What follows belongs to an exercise in optimizing a design on an open flow for small area, a short achievable clock period and few clock cycles per item; a production flow would make more cautious choices.
Function was checked by simulation only, so behaviour that the tests miss may differ from the original.
Treat power and IR drop as tool artefacts here; the default activity estimate runs too high for this design.

==> run Y <==
Design mult_top, start of the top module:
module mult_top #(
    parameter int OUT_DEPTH   = 4,
    parameter int OUT_CREDITS = 2
) (
    input  logic            clk,
    input  logic            arst_n,
    input  logic            op_valid,
    input  logic [63:0]     op,
    output logic            op_ready,
    output logic            res_valid,
    output logic [63:0]     res,
    input  logic            res_credit
);
==> module mult_drain, before the edit <==
module mult_drain #(
    parameter int ROWS = 4
) (
    input  logic               clk,
    input  logic [ROWS*64-1:0] rows_d,
    input  logic               res_load,
    output logic [63:0]        res
);
    localparam int N = 64;
    localparam int LG = 6;
    logic [ROWS*64-1:0] rows;
    logic [N-1:0]       x;
    logic [N-1:0]       y;
    logic [N-1:0]       sum;
    always_ff @(posedge clk) begin
        rows <= rows_d;
    end
    mult_tree_post u_post (
        .rows (rows),
        .x    (x),
        .y    (y)
    );
    logic [N-1:0] g [LG+1];
    logic [N-1:0] p [LG+1];
    assign g[0] = x & y;
    assign p[0] = x ^ y;
    for (genvar l = 0; l < LG; l++) begin : g_level
        for (genvar i = 0; i < N; i++) begin : g_bit
            if ((i >> l) % 2 == 1) begin : g_join
                localparam int J = ((i >> l) << l) - 1;
                assign g[l+1][i] = g[l][i] | (p[l][i] & g[l][J]);
                assign p[l+1][i] = p[l][i] & p[l][J];
            end else begin : g_pass
                assign g[l+1][i] = g[l][i];
                assign p[l+1][i] = p[l][i];
            end
        end
    end
    assign sum = p[0] ^ {g[LG][N-2:0], 1'b0};
    always_ff @(posedge clk) begin
        if (res_load) begin
            res <= sum;
        end
    end
endmodule
export LEC_CHECK = 0
export ABC_AREA = 1
export CAP_MARGIN = 20
export CORE_MARGIN = 2
export CORE_UTILIZATION = 55
export GPL_TIMING_DRIVEN = 0
export SETUP_SLACK_MARGIN = 0.5
export SLEW_MARGIN = 20
create_clock -name core_clock -period 4.0 [get_ports {clk}]
standard.sh (not shown) runs the stock make flow with config.mk's settings and CLKGATE_MAP_FILE= SYNTH_SCRIPT=/design/flow/synth_recipe.tcl, a recipe that flattens the netlist after the stock synthesis.
==> flow/flow/run.sh <==
#!/bin/bash
# The standard layout with three changes to the netlist it lays out:
#  1. after the standard synthesis, flow/polarity.py removes the inverters
#     that synthesis left around full-adder cells (a full adder is self-dual,
#     so flipping its polarity changes no function); registers are untouched.
#  2. the buffers that synthesis (abc) put in are taken out at floorplan, so
#     the placer's repair builds the fanout trees.
#  3. the port buffers are buf_2 cells rather than the delay cells
#     buffer_ports picks by default. Every port still gets its own buffer.
# Each step writes its full output to a log of its own here (synth.log,
# polarity.log, standard.log); each ORFS step also keeps its log under
# orfs/logs.
set -euo pipefail
export REMOVE_ABC_BUFFERS=1
export BUFFER_PORTS_ARGS="-buffer_cell sky130_fd_sc_hd__buf_2"
bash standard.sh synth > synth.log 2>&1
R=orfs/results/${FLOW_PLATFORM}/mult_top/base
python3 flow/polarity.py $R/1_2_yosys.v $R/1_2_yosys_pol.v > polarity.log 2>&1
cp $R/1_2_yosys.v $R/1_2_yosys_std.v
cp $R/1_2_yosys_pol.v $R/1_2_yosys.v
rm -f $R/1_synth.odb $R/1_synth.sdc
bash standard.sh finish > standard.log 2>&1
Other scripts of this flow, unchanged in this note and not shown: flow/flow/polarity.py
==> run K (differences from run Y) <==
--- a/flow/config.mk
+++ b/flow/config.mk
@@ -10,4 +10,5 @@
 export CORE_MARGIN = 2
-export CORE_UTILIZATION = 55
+export CORE_UTILIZATION = 65
 export GPL_TIMING_DRIVEN = 0
+export PLACE_DENSITY = 0.72
 export SETUP_SLACK_MARGIN = 0.5
==> run D (differences from run Y) <==
--- a/flow/design.v
+++ b/flow/design.v
@@ -1842,8 +1842,5 @@
 );
-    localparam int N = 64;
-    localparam int LG = 6;
     logic [ROWS*64-1:0] rows;
-    logic [N-1:0]       x;
-    logic [N-1:0]       y;
-    logic [N-1:0]       sum;
+    logic [63:0]        x;
+    logic [63:0]        y;
     always_ff @(posedge clk) begin
@@ -1856,22 +1853,5 @@
     );
-    logic [N-1:0] g [LG+1];
-    logic [N-1:0] p [LG+1];
-    assign g[0] = x & y;
-    assign p[0] = x ^ y;
-    for (genvar l = 0; l < LG; l++) begin : g_level
-        for (genvar i = 0; i < N; i++) begin : g_bit
-            if ((i >> l) % 2 == 1) begin : g_join
-                localparam int J = ((i >> l) << l) - 1;
-                assign g[l+1][i] = g[l][i] | (p[l][i] & g[l][J]);
-                assign p[l+1][i] = p[l][i] & p[l][J];
-            end else begin : g_pass
-                assign g[l+1][i] = g[l][i];
-                assign p[l+1][i] = p[l][i];
-            end
-        end
-    end
-    assign sum = p[0] ^ {g[LG][N-2:0], 1'b0};
     always_ff @(posedge clk) begin
         if (res_load) begin
-            res <= sum;
+            res <= x + y;
         end
--- a/flow/flow/run.sh
+++ b/flow/flow/run.sh
@@ -7,3 +7,3 @@
 #     the placer's repair builds the fanout trees.
-#  3. the port buffers are buf_2 cells rather than the delay cells
+#  3. the port buffers are buf_4 cells rather than the delay cells
 #     buffer_ports picks by default. Every port still gets its own buffer.
@@ -14,3 +14,3 @@
 export REMOVE_ABC_BUFFERS=1
-export BUFFER_PORTS_ARGS="-buffer_cell sky130_fd_sc_hd__buf_2"
+export BUFFER_PORTS_ARGS="-buffer_cell sky130_fd_sc_hd__buf_4"
 bash standard.sh synth > synth.log 2>&1
--- a/flow/config.mk
+++ b/flow/config.mk
@@ -12,3 +12,3 @@
 export GPL_TIMING_DRIVEN = 0
-export SETUP_SLACK_MARGIN = 0.5
+export SETUP_SLACK_MARGIN = 0.6
 export SLEW_MARGIN = 20
==> run R (differences from run Y) <==
--- a/flow/design.v
+++ b/flow/design.v
@@ -1842,8 +1842,5 @@
 );
-    localparam int N = 64;
-    localparam int LG = 6;
     logic [ROWS*64-1:0] rows;
-    logic [N-1:0]       x;
-    logic [N-1:0]       y;
-    logic [N-1:0]       sum;
+    logic [63:0]        x;
+    logic [63:0]        y;
     always_ff @(posedge clk) begin
@@ -1856,22 +1853,5 @@
     );
-    logic [N-1:0] g [LG+1];
-    logic [N-1:0] p [LG+1];
-    assign g[0] = x & y;
-    assign p[0] = x ^ y;
-    for (genvar l = 0; l < LG; l++) begin : g_level
-        for (genvar i = 0; i < N; i++) begin : g_bit
-            if ((i >> l) % 2 == 1) begin : g_join
-                localparam int J = ((i >> l) << l) - 1;
-                assign g[l+1][i] = g[l][i] | (p[l][i] & g[l][J]);
-                assign p[l+1][i] = p[l][i] & p[l][J];
-            end else begin : g_pass
-                assign g[l+1][i] = g[l][i];
-                assign p[l+1][i] = p[l][i];
-            end
-        end
-    end
-    assign sum = p[0] ^ {g[LG][N-2:0], 1'b0};
     always_ff @(posedge clk) begin
         if (res_load) begin
-            res <= sum;
+            res <= x + y;
         end
--- a/flow/flow/run.sh
+++ b/flow/flow/run.sh
@@ -7,3 +7,3 @@
 #     the placer's repair builds the fanout trees.
-#  3. the port buffers are buf_2 cells rather than the delay cells
+#  3. the port buffers are buf_4 cells rather than the delay cells
 #     buffer_ports picks by default. Every port still gets its own buffer.
@@ -14,3 +14,3 @@
 export REMOVE_ABC_BUFFERS=1
-export BUFFER_PORTS_ARGS="-buffer_cell sky130_fd_sc_hd__buf_2"
+export BUFFER_PORTS_ARGS="-buffer_cell sky130_fd_sc_hd__buf_4"
 bash standard.sh synth > synth.log 2>&1
--- a/flow/config.mk
+++ b/flow/config.mk
@@ -12,3 +12,3 @@
 export GPL_TIMING_DRIVEN = 0
-export SETUP_SLACK_MARGIN = 0.5
+export SETUP_SLACK_MARGIN = 0.2
 export SLEW_MARGIN = 20
==> impl.org <==
** Run status
- Outcome :: complete, no violations

** Routing
- Number of detailed-routing iterations run before antenna repair :: 7

** Synthesis
- For this run, the number of Yosys warnings is 4.

** Placed design
- Placed standard-cell area :: 0.0312 mm^2

** Cells and area
- Fraction of standard cell area that is sequential :: 0.197
- Relative to the synthesized area, the layout overhead comes to 14.5%.
- Commonest cells after routing, fill and taps aside :: xor2_1, o22ai_1, fa_1

** Worst setup path
- Timing endpoint of the critical path :: u_drain.rows[222]

** Pwr
The numbers above come from run Y.

==> impl.org <==
** Cells and area
- Fraction of standard cell area that is sequential :: 0.199
- Commonest cells after routing, fill and taps aside :: xor2_1, o22ai_1, fa_1
- Of the total standard cell area in the layout, the multi-input combinational portion is 0.634.

** Worst setup path
- Following the worst setup path forward leads to its endpoint at u_drain.rows[224].
- Worst Path Required :: around 4.4 ns

** Routing
- Number of detailed-routing iterations run before antenna repair :: 9

** Synthesis
- Number of synthesis warnings :: 4

** Placed design
- Half-perimeter wire length after detailed placement :: 60300 um
- Summing all placed instances gives a cell area of 0.0307 mm^2.
- Prior to clock tree synthesis, the placed netlist has a worst setup slack of -1.67 ns.

** STA
- The max-slew violation total from the final report is 0.

** Run
- Max-Cap Viols :: 0

** Run status
- Outcome :: complete, no violations
The numbers above come from run K.

==> impl.org <==
** Cells and area
- Fraction of standard cell area that is sequential :: 0.177
- From synthesis to final layout, the design area changed by 19.1%.
- The library cells used most frequently in the layout, excluding fill and tap cells, are nand2_1, xor2_1, o22ai_1.

** Synthesis
- For this run, the number of Yosys warnings is 2.

** Placed design
- Once placement finished, the instance area stood at 0.0341 mm^2.

** Worst setup path
- Timing endpoint of the critical path :: u_drain.rows[223]

** Routing
- Before antenna repair, the detailed router went through 7 iterations.

** Run status
- Outcome :: complete, no violations
The numbers above come from run D.

==> impl.org <==
** Run status
- Outcome :: complete, no violations

** Placed design
- Half-perimeter wire length after detailed placement :: around 83000 um
- Summing all placed instances gives a cell area of 0.0341 mm^2.

** Cells and area
- The top cell types in the final layout, fill and taps aside, are nand2_1, xor2_1, o22ai_1.
- After layout, the inverter instance count without clock inverters stands at 525.
- Fill cells in the final layout number approximately 5000.
- Fraction of standard cell area that is sequential :: 0.187
- Layout-stage area growth over the synthesis result :: 12.7%
- Largest cell class :: multi-input gates

** Routing
- Total routed wire length on the met1 layer :: between 40000 and 50000 um
- Number of detailed-routing iterations run before antenna repair :: 5

** Synthesis
- The Yosys step of the flow raised 2 warnings.
- Synthesized area divided by synthesized cell count :: approximately 8.7 um^2

** Worst setup path
- In this run the worst setup path terminates at u_drain.rows[224].

** STA
- At the pin with the least slew margin, the transition time is about 1 ns.

** Global route
- Met1 routing resource usage after global routing :: 0.507
The numbers above come from run R.

Testbench counts of run Y, summed over its fixed seeds: cycles 3,216, items 3,200.
Testbench counts of run K, summed over its fixed seeds: cycles 3,216, items 3,200.
Testbench counts of run D, summed over its fixed seeds: cycles 3,216, items 3,200.
Testbench counts of run R, summed over its fixed seeds: cycles 3,216, items 3,200.

==> port drivers added, routing unchanged <==
In the flow no input, the clock included, has a driving cell. The finished layouts below were timed again as built, in two steps.
Step 1: set_driving_cell puts a clkbuf_16 on clk and a buf_2 on each other input, an assumption about the parent block.
Step 2 adds t to the input delays and takes it off the output delays; t is the mean of the earliest and latest rising clock arrival at the registers after step 1. Input paths then give back, and output paths get back, about the clock's delay inside the block.
a / b / c = no drivers / after step 1 / after step 2; a / b = the first two.
| run | t (ns) | slack for setup (ns) | hold slack, ns | worst register clock-pin slew, ns | worst data-port slew with drivers (ns) |
|---|---|---|---|---|---|
| run Y | 0.625 | 0.515 / 0.362 / -0.262 | 0.051 / 0.006 / 0.533 | 0.06 / 0.06 | 0.26 |
| run K | 0.625 | 0.499 / 0.412 / -0.213 | 0.036 / -0.005 / 0.516 | 0.07 / 0.07 | 0.24 |
| run D | 0.640 | 0.546 / 0.404 / -0.236 | 0.033 / -0.007 / 0.525 | 0.07 / 0.07 | 0.23 |
| run R | 0.637 | 0.218 / 0.251 / -0.385 | 0.036 / -0.008 / 0.525 | 0.07 / 0.07 | 0.06 |
Met with ideal ports but missed after step 2: setup timing in every run listed. For run D, which loses most, drivers alone change the setup slack by -0.142 ns; drivers and shift together by -0.782 ns.
